Background: an optimization exercise with open tools, aiming at small area. Do not read the settings as production practice.
Function was checked by simulation only, so behaviour that the tests miss may differ from the original.

==> trial 57: inputs <==
// div_top
module div_top (
    input  wire        i_clk,
    input  wire        i_rst,
    input  wire        en,
    input  wire [15:0] a,
    input  wire [15:0] b,
    output logic       done,
    output logic [15:0] result
);
    function automatic logic [26:0] add27(input logic [26:0] p, input logic [26:0] q, input logic ci);
        logic c;
        logic cz;
        logic pre;
        logic [26:0] h;
        c = ci;
        for (int j = 0; j < 7; j++) begin
            add27[j] = p[j] ^ q[j] ^ c;
            c = (p[j] & q[j]) | (c & (p[j] ^ q[j]));
        end
        cz = 1'b0;
        for (int j = 7; j < 14; j++) begin
            h[j] = p[j] ^ q[j] ^ cz;
            cz = (p[j] & q[j]) | (cz & (p[j] ^ q[j]));
        end
        pre = 1'b1;
        for (int j = 7; j < 14; j++) begin
            add27[j] = h[j] ^ (c & pre);
            pre = pre & h[j];
        end
        c = cz | (c & pre);
        cz = 1'b0;
  ...
Settings: LEC_CHECK=0, ABC_AREA=1, CAP_MARGIN=20, CORE_MARGIN=2, CORE_UTILIZATION=50, CTS_BUF_LIST=sky130_fd_sc_hd__clkbuf_4 sky130_fd_sc_hd__clkbuf_8, GPL_TIMING_DRIVEN=0, SLEW_MARGIN=20; clock period 16.0 ns.
standard.sh (not shown) runs the stock make flow with config.mk's settings and CLKGATE_MAP_FILE= SYNTH_SCRIPT=/design/flow/synth_recipe.tcl, a recipe that flattens the netlist after the stock synthesis.
==> flow/flow/run.sh <==
#!/bin/bash
# The standard layout with two changes that only affect buffering:
#  - port buffers are the smallest buffer cell,
#  - the buffers abc adds for fanout are removed at floorplan; repair_design
#    puts back what slew and capacitance need.
set -euo pipefail
export BUFFER_PORTS_ARGS="-buffer_cell sky130_fd_sc_hd__buf_1"
export REMOVE_ABC_BUFFERS=1
bash standard.sh > standard_flow.log 2>&1
==> trial 36: changes against trial 57 <==
--- a/flow/design.v
+++ b/flow/design.v
@@ -13,81 +13,70 @@
     output logic [15:0] result
 );
     function automatic logic [26:0] add27(input logic [26:0] p, input logic [26:0] q, input logic ci);
         logic c;
         logic cz;
         logic pre;
         logic [26:0] h;
         c = ci;
-        for (int j = 0; j < 7; j++) begin
+        for (int j = 0; j < 9; j++) begin
             add27[j] = p[j] ^ q[j] ^ c;
             c = (p[j] & q[j]) | (c & (p[j] ^ q[j]));
         end
         cz = 1'b0;
-        for (int j = 7; j < 14; j++) begin
+        for (int j = 9; j < 18; j++) begin
             h[j] = p[j] ^ q[j] ^ cz;
             cz = (p[j] & q[j]) | (cz & (p[j] ^ q[j]));
         end
         pre = 1'b1;
-        for (int j = 7; j < 14; j++) begin
+        for (int j = 9; j < 18; j++) begin
             add27[j] = h[j] ^ (c & pre);
             pre = pre & h[j];
         end
         c = cz | (c & pre);
         cz = 1'b0;
-        for (int j = 14; j < 21; j++) begin
+        for (int j = 18; j < 27; j++) begin
             h[j] = p[j] ^ q[j] ^ cz;
             cz = (p[j] & q[j]) | (cz & (p[j] ^ q[j]));
         end
         pre = 1'b1;
-        for (int j = 14; j < 21; j++) begin
-            add27[j] = h[j] ^ (c & pre);
-            pre = pre & h[j];
-        end
-        c = cz | (c & pre);
-        cz = 1'b0;
-        for (int j = 21; j < 27; j++) begin
-            h[j] = p[j] ^ q[j] ^ cz;
-            cz = (p[j] & q[j]) | (cz & (p[j] ^ q[j]));
-        end
-        pre = 1'b1;
-        for (int j = 21; j < 27; j++) begin
+        for (int j = 18; j < 27; j++) begin
             add27[j] = h[j] ^ (c & pre);
             pre = pre & h[j];
         end
         c = cz | (c & pre);
     endfunction
     function automatic logic [53:0] csa27(input logic [26:0] p, input logic [26:0] q, input logic [26:0] r, input logic ci);
         logic [26:0] s;
         logic [26:0] c;
         s = p ^ q ^ r;
         c = {((p[25:0] & q[25:0]) | (p[25:0] & r[25:0]) | (q[25:0] & r[25:0])), ci};
         csa27 = {c, s};
     endfunction
     logic [1:0]  phase;
     logic [26:0] x;
     logic [7:0]  bh;
-    logic [3:0]  fq;
     logic        bq;
     always_ff @(posedge i_clk or posedge i_rst) begin
         if (i_rst) phase <= 2'd0;
         else if (en) phase <= phase + 2'd1;
     end
     assign done = (phase == 2'd3);
     wire den_ph = (phase == 2'd1);
     logic [3:0] lead;
     always_comb begin
         lead = 4'd14;
         for (int i = 0; i < 16; i++) if (b[i]) lead = 4'(i);
     end
     wire [3:0]  nsh = ~lead;
     wire [26:0] nrm = {{4{a[15]}}, a, 7'b0} << nsh;
     wire [15:0] bn  = b << nsh;
     wire [3:0] cidx = bh[7:4];
+    wire [3:0] fq   = bh[3:0];
     wire [26:0] src = den_ph ? {4'b0, 1'b1, bh, x[6:0], 7'b0}
                              : {x[26:7], (done ? x[6:0] : 7'b0)};
     wire signed [26:0] srcs = src;
     wire [5:0] key = done ? {1'b1, bq, fq} : {2'b00, cidx};
     logic [9:0] s0_sel;
     logic s0_neg;
     logic [7:0] s1_sel;
     logic s1_neg;
@@ -213,18 +202,18 @@
     always_ff @(posedge i_clk) begin
         if (en) begin
             case (phase)
                 2'd0: begin
                     x  <= {nrm[26:7], bn[6:0]};
                     bh <= bn[14:7];
                 end
                 2'd1: begin
-                    fq <= fidx;
-                    bq <= dbl;
+                    bh[3:0] <= fidx;
+                    bq      <= dbl;
                 end
                 2'd2: x <= y;
                 default: ;
             endcase
         end
     end
     assign result = y[23:8];
 endmodule
==> flow/flow/run.sh (replaced) <==
#!/bin/bash
# The standard layout with changes that only affect mapping and buffering:
#  - abc maps for area without its own fanout buffering and upsizing
#    (flow/abc_area.script replaces ORFS's abc_area.script; every other
#    ORFS script is used as it is),
#  - port buffers are the smallest buffer cell,
#  - any buffers from synthesis are removed at floorplan; repair_design and
#    repair_timing add what slew, capacitance and timing need.
set -euo pipefail
here=$(pwd)
mkdir -p "$here/scripts"
for f in "$FLOW_HOME"/scripts/*; do
  ln -sf "$f" "$here/scripts/"
done
rm -f "$here/scripts/abc_area.script"
cp "$here/flow/abc_area.script" "$here/scripts/abc_area.script"
export SCRIPTS_DIR="$here/scripts"
export BUFFER_PORTS_ARGS="-buffer_cell sky130_fd_sc_hd__buf_1"
export REMOVE_ABC_BUFFERS=1
bash standard.sh > standard_flow.log 2>&1
==> flow/flow/abc_area.script (new file) <==
strash
dch
map -a
topo
stime -c
dnsize -c
CAP_MARGIN = 5   (was 20)
CORE_UTILIZATION = 55   (was 50)
SLEW_MARGIN = 5   (was 20)
==> build 40: changes against trial 57 <==
--- a/flow/design.v
+++ b/flow/design.v
@@ -13,81 +13,70 @@
     output logic [15:0] result
 );
     function automatic logic [26:0] add27(input logic [26:0] p, input logic [26:0] q, input logic ci);
         logic c;
         logic cz;
         logic pre;
         logic [26:0] h;
         c = ci;
-        for (int j = 0; j < 7; j++) begin
+        for (int j = 0; j < 9; j++) begin
             add27[j] = p[j] ^ q[j] ^ c;
             c = (p[j] & q[j]) | (c & (p[j] ^ q[j]));
         end
         cz = 1'b0;
-        for (int j = 7; j < 14; j++) begin
+        for (int j = 9; j < 18; j++) begin
             h[j] = p[j] ^ q[j] ^ cz;
             cz = (p[j] & q[j]) | (cz & (p[j] ^ q[j]));
         end
         pre = 1'b1;
-        for (int j = 7; j < 14; j++) begin
+        for (int j = 9; j < 18; j++) begin
             add27[j] = h[j] ^ (c & pre);
             pre = pre & h[j];
         end
         c = cz | (c & pre);
         cz = 1'b0;
-        for (int j = 14; j < 21; j++) begin
+        for (int j = 18; j < 27; j++) begin
             h[j] = p[j] ^ q[j] ^ cz;
             cz = (p[j] & q[j]) | (cz & (p[j] ^ q[j]));
         end
         pre = 1'b1;
-        for (int j = 14; j < 21; j++) begin
-            add27[j] = h[j] ^ (c & pre);
-            pre = pre & h[j];
-        end
-        c = cz | (c & pre);
-        cz = 1'b0;
-        for (int j = 21; j < 27; j++) begin
-            h[j] = p[j] ^ q[j] ^ cz;
-            cz = (p[j] & q[j]) | (cz & (p[j] ^ q[j]));
-        end
-        pre = 1'b1;
-        for (int j = 21; j < 27; j++) begin
+        for (int j = 18; j < 27; j++) begin
             add27[j] = h[j] ^ (c & pre);
             pre = pre & h[j];
         end
         c = cz | (c & pre);
     endfunction
     function automatic logic [53:0] csa27(input logic [26:0] p, input logic [26:0] q, input logic [26:0] r, input logic ci);
         logic [26:0] s;
         logic [26:0] c;
         s = p ^ q ^ r;
         c = {((p[25:0] & q[25:0]) | (p[25:0] & r[25:0]) | (q[25:0] & r[25:0])), ci};
         csa27 = {c, s};
     endfunction
     logic [1:0]  phase;
     logic [26:0] x;
     logic [7:0]  bh;
-    logic [3:0]  fq;
     logic        bq;
     always_ff @(posedge i_clk or posedge i_rst) begin
         if (i_rst) phase <= 2'd0;
         else if (en) phase <= phase + 2'd1;
     end
     assign done = (phase == 2'd3);
     wire den_ph = (phase == 2'd1);
     logic [3:0] lead;
     always_comb begin
         lead = 4'd14;
         for (int i = 0; i < 16; i++) if (b[i]) lead = 4'(i);
     end
     wire [3:0]  nsh = ~lead;
     wire [26:0] nrm = {{4{a[15]}}, a, 7'b0} << nsh;
     wire [15:0] bn  = b << nsh;
     wire [3:0] cidx = bh[7:4];
+    wire [3:0] fq   = bh[3:0];
     wire [26:0] src = den_ph ? {4'b0, 1'b1, bh, x[6:0], 7'b0}
                              : {x[26:7], (done ? x[6:0] : 7'b0)};
     wire signed [26:0] srcs = src;
     wire [5:0] key = done ? {1'b1, bq, fq} : {2'b00, cidx};
     logic [9:0] s0_sel;
     logic s0_neg;
     logic [7:0] s1_sel;
     logic s1_neg;
@@ -213,18 +202,18 @@
     always_ff @(posedge i_clk) begin
         if (en) begin
             case (phase)
                 2'd0: begin
                     x  <= {nrm[26:7], bn[6:0]};
                     bh <= bn[14:7];
                 end
                 2'd1: begin
-                    fq <= fidx;
-                    bq <= dbl;
+                    bh[3:0] <= fidx;
+                    bq      <= dbl;
                 end
                 2'd2: x <= y;
                 default: ;
             endcase
         end
     end
     assign result = y[23:8];
 endmodule
==> flow/flow/run.sh (replaced) <==
#!/bin/bash
# The standard layout with changes that only affect mapping and buffering:
#  - abc maps for area without its own fanout buffering and upsizing
#    (flow/abc_area.script replaces ORFS's abc_area.script; every other
#    ORFS script is used as it is),
#  - port buffers are the smallest buffer cell,
#  - abc buffers high fanout nets itself; repair_design and
#    repair_timing add what slew, capacitance and timing need.
set -euo pipefail
here=$(pwd)
mkdir -p "$here/scripts"
for f in "$FLOW_HOME"/scripts/*; do
  ln -sf "$f" "$here/scripts/"
done
rm -f "$here/scripts/abc_area.script"
cp "$here/flow/abc_area.script" "$here/scripts/abc_area.script"
export SCRIPTS_DIR="$here/scripts"
export BUFFER_PORTS_ARGS="-buffer_cell sky130_fd_sc_hd__buf_1"
export REMOVE_ABC_BUFFERS=0
bash standard.sh > standard_flow.log 2>&1
==> flow/flow/abc_area.script (new file) <==
strash
dch
map -a
topo
stime -c
buffer -c
dnsize -c
==> build 97: changes against trial 57 <==
--- a/flow/design.v
+++ b/flow/design.v
@@ -60,38 +60,38 @@
         logic [26:0] s;
         logic [26:0] c;
         s = p ^ q ^ r;
         c = {((p[25:0] & q[25:0]) | (p[25:0] & r[25:0]) | (q[25:0] & r[25:0])), ci};
         csa27 = {c, s};
     endfunction
     logic [1:0]  phase;
     logic [26:0] x;
-    logic [7:0]  bh;
     logic [3:0]  fq;
     logic        bq;
     always_ff @(posedge i_clk or posedge i_rst) begin
         if (i_rst) phase <= 2'd0;
         else if (en) phase <= phase + 2'd1;
     end
     assign done = (phase == 2'd3);
-    wire den_ph = (phase == 2'd1);
+    wire load = (phase == 2'd0);
     logic [3:0] lead;
     always_comb begin
         lead = 4'd14;
         for (int i = 0; i < 16; i++) if (b[i]) lead = 4'(i);
     end
     wire [3:0]  nsh = ~lead;
     wire [26:0] nrm = {{4{a[15]}}, a, 7'b0} << nsh;
     wire [15:0] bn  = b << nsh;
-    wire [3:0] cidx = bh[7:4];
-    wire [26:0] src = den_ph ? {4'b0, 1'b1, bh, x[6:0], 7'b0}
-                             : {x[26:7], (done ? x[6:0] : 7'b0)};
+    wire [3:0]  cidx = bn[14:11];
+    wire crs = (phase == 2'd1);
+    wire [3:0] cq = x[3:0];
+    wire [26:0] src = load ? {4'b0, 1'b1, bn[14:0], 7'b0} : {x[26:4], (crs ? 4'b0 : x[3:0])};
     wire signed [26:0] srcs = src;
-    wire [5:0] key = done ? {1'b1, bq, fq} : {2'b00, cidx};
+    wire [5:0] key = phase[1] ? {1'b1, bq, fq} : {2'b00, (load ? cidx : cq)};
     logic [9:0] s0_sel;
     logic s0_neg;
     logic [7:0] s1_sel;
     logic s1_neg;
     logic [9:0] s2_sel;
     logic s2_neg;
     logic [7:0] s3_sel;
     logic s3_neg;
@@ -209,23 +209,20 @@
     wire [4:0] dhi  = dbl ? ~y[18:14] : y[18:14];
     wire       dinc = dbl & (y[13:0] == 14'd0);
     wire [4:0] drn  = dhi + 5'(dinc) + 5'd1;
     wire [3:0] fidx = drn[4:1];
     always_ff @(posedge i_clk) begin
         if (en) begin
             case (phase)
                 2'd0: begin
-                    x  <= {nrm[26:7], bn[6:0]};
-                    bh <= bn[14:7];
-                end
-                2'd1: begin
+                    x  <= {nrm[26:4], cidx};
                     fq <= fidx;
                     bq <= dbl;
                 end
-                2'd2: x <= y;
+                2'd1, 2'd2: x <= y;
                 default: ;
             endcase
         end
     end
-    assign result = y[23:8];
+    assign result = x[23:8];
 endmodule
 `default_nettype wire
CAP_MARGIN = 10   (was 20)
SLEW_MARGIN = 10   (was 20)
==> comparison <==
Setup slack, highest first: trial 57, build 97, build 40, trial 36. Non-clock buffer count: trial 57 < build 97 < trial 36 < build 40. Cell count, highest first: trial 57, build 97, build 40, trial 36. Clock skew: trial 57 > build 40 > build 97 > trial 36. Against trial 36, the hold slack of trial 57 is worse by 0.0019 ns. Design area, lowest first: trial 36, build 40, trial 57, build 97. Against build 97, the routed wire length of trial 57 is smaller by 3.7%. Register-to-register slack, lowest first: build 97, trial 36, build 40, trial 57.


==> run Z <==
RTL: one of the versions met above, not the one the previous note started from.
clock: 16.0 ns
lec_check: 0
abc_area: 1
cap_margin: 20
core_margin: 2
core_utilization: 55
cts_buf_list: sky130_fd_sc_hd__clkbuf_4 sky130_fd_sc_hd__clkbuf_8
gpl_timing_driven: 0
slew_margin: 20
==> flow/flow/run.sh <==
#!/bin/bash
# The standard layout with two changes that only affect buffering:
#  - port buffers are the smallest buffer cell,
#  - the buffers abc adds for fanout are removed at floorplan; repair_design
#    puts back what slew and capacitance need.
set -euo pipefail
export BUFFER_PORTS_ARGS="-buffer_cell sky130_fd_sc_hd__buf_1"
export REMOVE_ABC_BUFFERS=1
bash standard.sh > standard_flow.log 2>&1
==> run A (differences from run Z) <==
--- a/flow/design.v
+++ b/flow/design.v
@@ -13,85 +13,74 @@
     output logic [15:0] result
 );
     function automatic logic [26:0] add27(input logic [26:0] p, input logic [26:0] q, input logic ci);
         logic c;
         logic cz;
         logic pre;
         logic [26:0] h;
         c = ci;
-        for (int j = 0; j < 7; j++) begin
+        for (int j = 0; j < 9; j++) begin
             add27[j] = p[j] ^ q[j] ^ c;
             c = (p[j] & q[j]) | (c & (p[j] ^ q[j]));
         end
         cz = 1'b0;
-        for (int j = 7; j < 14; j++) begin
+        for (int j = 9; j < 18; j++) begin
             h[j] = p[j] ^ q[j] ^ cz;
             cz = (p[j] & q[j]) | (cz & (p[j] ^ q[j]));
         end
         pre = 1'b1;
-        for (int j = 7; j < 14; j++) begin
+        for (int j = 9; j < 18; j++) begin
             add27[j] = h[j] ^ (c & pre);
             pre = pre & h[j];
         end
         c = cz | (c & pre);
         cz = 1'b0;
-        for (int j = 14; j < 21; j++) begin
+        for (int j = 18; j < 27; j++) begin
             h[j] = p[j] ^ q[j] ^ cz;
             cz = (p[j] & q[j]) | (cz & (p[j] ^ q[j]));
         end
         pre = 1'b1;
-        for (int j = 14; j < 21; j++) begin
-            add27[j] = h[j] ^ (c & pre);
-            pre = pre & h[j];
-        end
-        c = cz | (c & pre);
-        cz = 1'b0;
-        for (int j = 21; j < 27; j++) begin
-            h[j] = p[j] ^ q[j] ^ cz;
-            cz = (p[j] & q[j]) | (cz & (p[j] ^ q[j]));
-        end
-        pre = 1'b1;
-        for (int j = 21; j < 27; j++) begin
+        for (int j = 18; j < 27; j++) begin
             add27[j] = h[j] ^ (c & pre);
             pre = pre & h[j];
         end
         c = cz | (c & pre);
     endfunction
     function automatic logic [53:0] csa27(input logic [26:0] p, input logic [26:0] q, input logic [26:0] r, input logic ci);
         logic [26:0] s;
         logic [26:0] c;
         s = p ^ q ^ r;
         c = {((p[25:0] & q[25:0]) | (p[25:0] & r[25:0]) | (q[25:0] & r[25:0])), ci};
         csa27 = {c, s};
     endfunction
     logic [1:0]  phase;
     logic [26:0] x;
-    logic [3:0]  fq;
+    logic [7:0]  bh;
     logic        bq;
     always_ff @(posedge i_clk or posedge i_rst) begin
         if (i_rst) phase <= 2'd0;
         else if (en) phase <= phase + 2'd1;
     end
     assign done = (phase == 2'd3);
-    wire load = (phase == 2'd0);
+    wire den_ph = (phase == 2'd1);
     logic [3:0] lead;
     always_comb begin
         lead = 4'd14;
         for (int i = 0; i < 16; i++) if (b[i]) lead = 4'(i);
     end
     wire [3:0]  nsh = ~lead;
     wire [26:0] nrm = {{4{a[15]}}, a, 7'b0} << nsh;
     wire [15:0] bn  = b << nsh;
-    wire [3:0]  cidx = bn[14:11];
-    wire crs = (phase == 2'd1);
-    wire [3:0] cq = x[3:0];
-    wire [26:0] src = load ? {4'b0, 1'b1, bn[14:0], 7'b0} : {x[26:4], (crs ? 4'b0 : x[3:0])};
+    wire [3:0] cidx = bh[7:4];
+    wire [3:0] fq   = bh[3:0];
+    wire [26:0] src = den_ph ? {4'b0, 1'b1, bh, x[6:0], 7'b0}
+                             : {x[26:7], (done ? x[6:0] : 7'b0)};
     wire signed [26:0] srcs = src;
-    wire [5:0] key = phase[1] ? {1'b1, bq, fq} : {2'b00, (load ? cidx : cq)};
+    wire [5:0] key = done ? {1'b1, bq, fq} : {2'b00, cidx};
     logic [9:0] s0_sel;
     logic s0_neg;
     logic [7:0] s1_sel;
     logic s1_neg;
     logic [9:0] s2_sel;
     logic s2_neg;
     logic [7:0] s3_sel;
     logic s3_neg;
@@ -209,20 +198,23 @@
     wire [4:0] dhi  = dbl ? ~y[18:14] : y[18:14];
     wire       dinc = dbl & (y[13:0] == 14'd0);
     wire [4:0] drn  = dhi + 5'(dinc) + 5'd1;
     wire [3:0] fidx = drn[4:1];
     always_ff @(posedge i_clk) begin
         if (en) begin
             case (phase)
                 2'd0: begin
-                    x  <= {nrm[26:4], cidx};
-                    fq <= fidx;
-                    bq <= dbl;
+                    x  <= {nrm[26:7], bn[6:0]};
+                    bh <= bn[14:7];
                 end
-                2'd1, 2'd2: x <= y;
+                2'd1: begin
+                    bh[3:0] <= fidx;
+                    bq      <= dbl;
+                end
+                2'd2: x <= y;
                 default: ;
             endcase
         end
     end
-    assign result = x[23:8];
+    assign result = y[23:8];
 endmodule
 `default_nettype wire
==> flow/flow/run.sh (replaced) <==
#!/bin/bash
# The standard layout with changes that only affect mapping and buffering:
#  - abc maps for area without its own fanout buffering and upsizing
#    (flow/abc_area.script replaces ORFS's abc_area.script; every other
#    ORFS script is used as it is),
#  - port buffers are the smallest buffer cell,
#  - any buffers from synthesis are removed at floorplan; repair_design and
#    repair_timing add what slew, capacitance and timing need.
set -euo pipefail
here=$(pwd)
mkdir -p "$here/scripts"
for f in "$FLOW_HOME"/scripts/*; do
  ln -sf "$f" "$here/scripts/"
done
rm -f "$here/scripts/abc_area.script"
cp "$here/flow/abc_area.script" "$here/scripts/abc_area.script"
export SCRIPTS_DIR="$here/scripts"
export BUFFER_PORTS_ARGS="-buffer_cell sky130_fd_sc_hd__buf_1"
export REMOVE_ABC_BUFFERS=1
bash standard.sh > standard_flow.log 2>&1
==> flow/flow/abc_area.script (new file) <==
strash
dch
map -a
topo
stime -c
dnsize -c
==> qor_table.md <==
| Group | Item | Reported |
|:---|:---|:---|
| outcome | Result of the run | no timing/DRC/antenna violations |
| cells and area | Filler Cell Count | 1615 |
| placement | Worst slack at placement | -0.3634 ns |
| timing | Minimum clock period after layout | 15.32 ns |
| global routing | Global routing met1 resource utilization | 60.04% |
| timing | Slew headroom | 16.79% |
| synth | Area contributors post-synth | fa_1 21%, edfxtp_1 11%, a21oi_1 7.5% |
| cells and area | Non-clock buffer count | 76 |
| cells and area | Fraction of standard cell area in multi-input logic | 74.76% |
# the run above: run A

==> qor_table.md <==
| Group | Item | Reported |
|:---|:---|:---|
| outcome | Result of the run | no timing/DRC/antenna violations |
| cells and area | Non-clock buffer count | 74 |
| cells and area | Fraction of standard cell area in multi-input logic | 76.87% |
| critical path | CP Capture Point | fq[3] |
| timing | Minimum clock period after layout | 15.14 ns |
| timing | Slew headroom | 24.21% |
| global routing | Global routing met1 resource utilization | 56.50% |
| synth | Area contributors post-synth | fa_1 18%, o22ai_1 9.4%, nand2_1 9.3% |
| floorplan | Die outline area | 0.02166 mm2 |
| timing | Worst Setup Slack, final | 0.8588 ns |
| placement | Worst slack at placement | -1.515 ns |
| cells and area | Filler Cell Count | 2010 |
# the run above: run Z

==> re-timing with driven ports <==
The flow's constraints put no driver on any port. The routed layouts listed below were extracted and timed again, unchanged, in two steps.
Step 1 sets driving cells, clkbuf_16 on the clock port and buf_2 on the other inputs (assumed; they add their load-dependent delay and slew).
Step 2 adds t to the input delays and takes it off the output delays; t is the mean of the earliest and latest rising clock arrival at the registers after step 1. Input paths then give back, and output paths get back, about the clock's delay inside the block.
a / b / c = no drivers / after step 1 / after step 2; a / b = the first two.
run	t, ns	slack for setup (ns)	hold slack, ns	worst slew at a driven data input, ns
trial 57	0.335	1.383 / 1.347 / 1.682	0.542 / 0.542 / 0.542	0.03
trial 36	0.327	0.490 / 0.456 / 0.782	0.543 / 0.543 / 0.543	0.03
build 40	0.328	0.614 / 0.584 / 0.912	0.557 / 0.557 / 0.557	0.03
build 97	0.330	0.941 / 0.952 / 0.622	0.537 / 0.537 / 0.537	0.03
run Z	0.335	0.859 / 0.864 / 0.529	0.545 / 0.545 / 0.545	0.05
run A	0.325	0.675 / 0.647 / 0.971	0.597 / 0.597 / 0.597	0.03
After both steps every run listed still meets setup and hold. The setup slack of run Z, which loses most, moves by +0.005 ns with the drivers and by -0.330 ns with both steps.
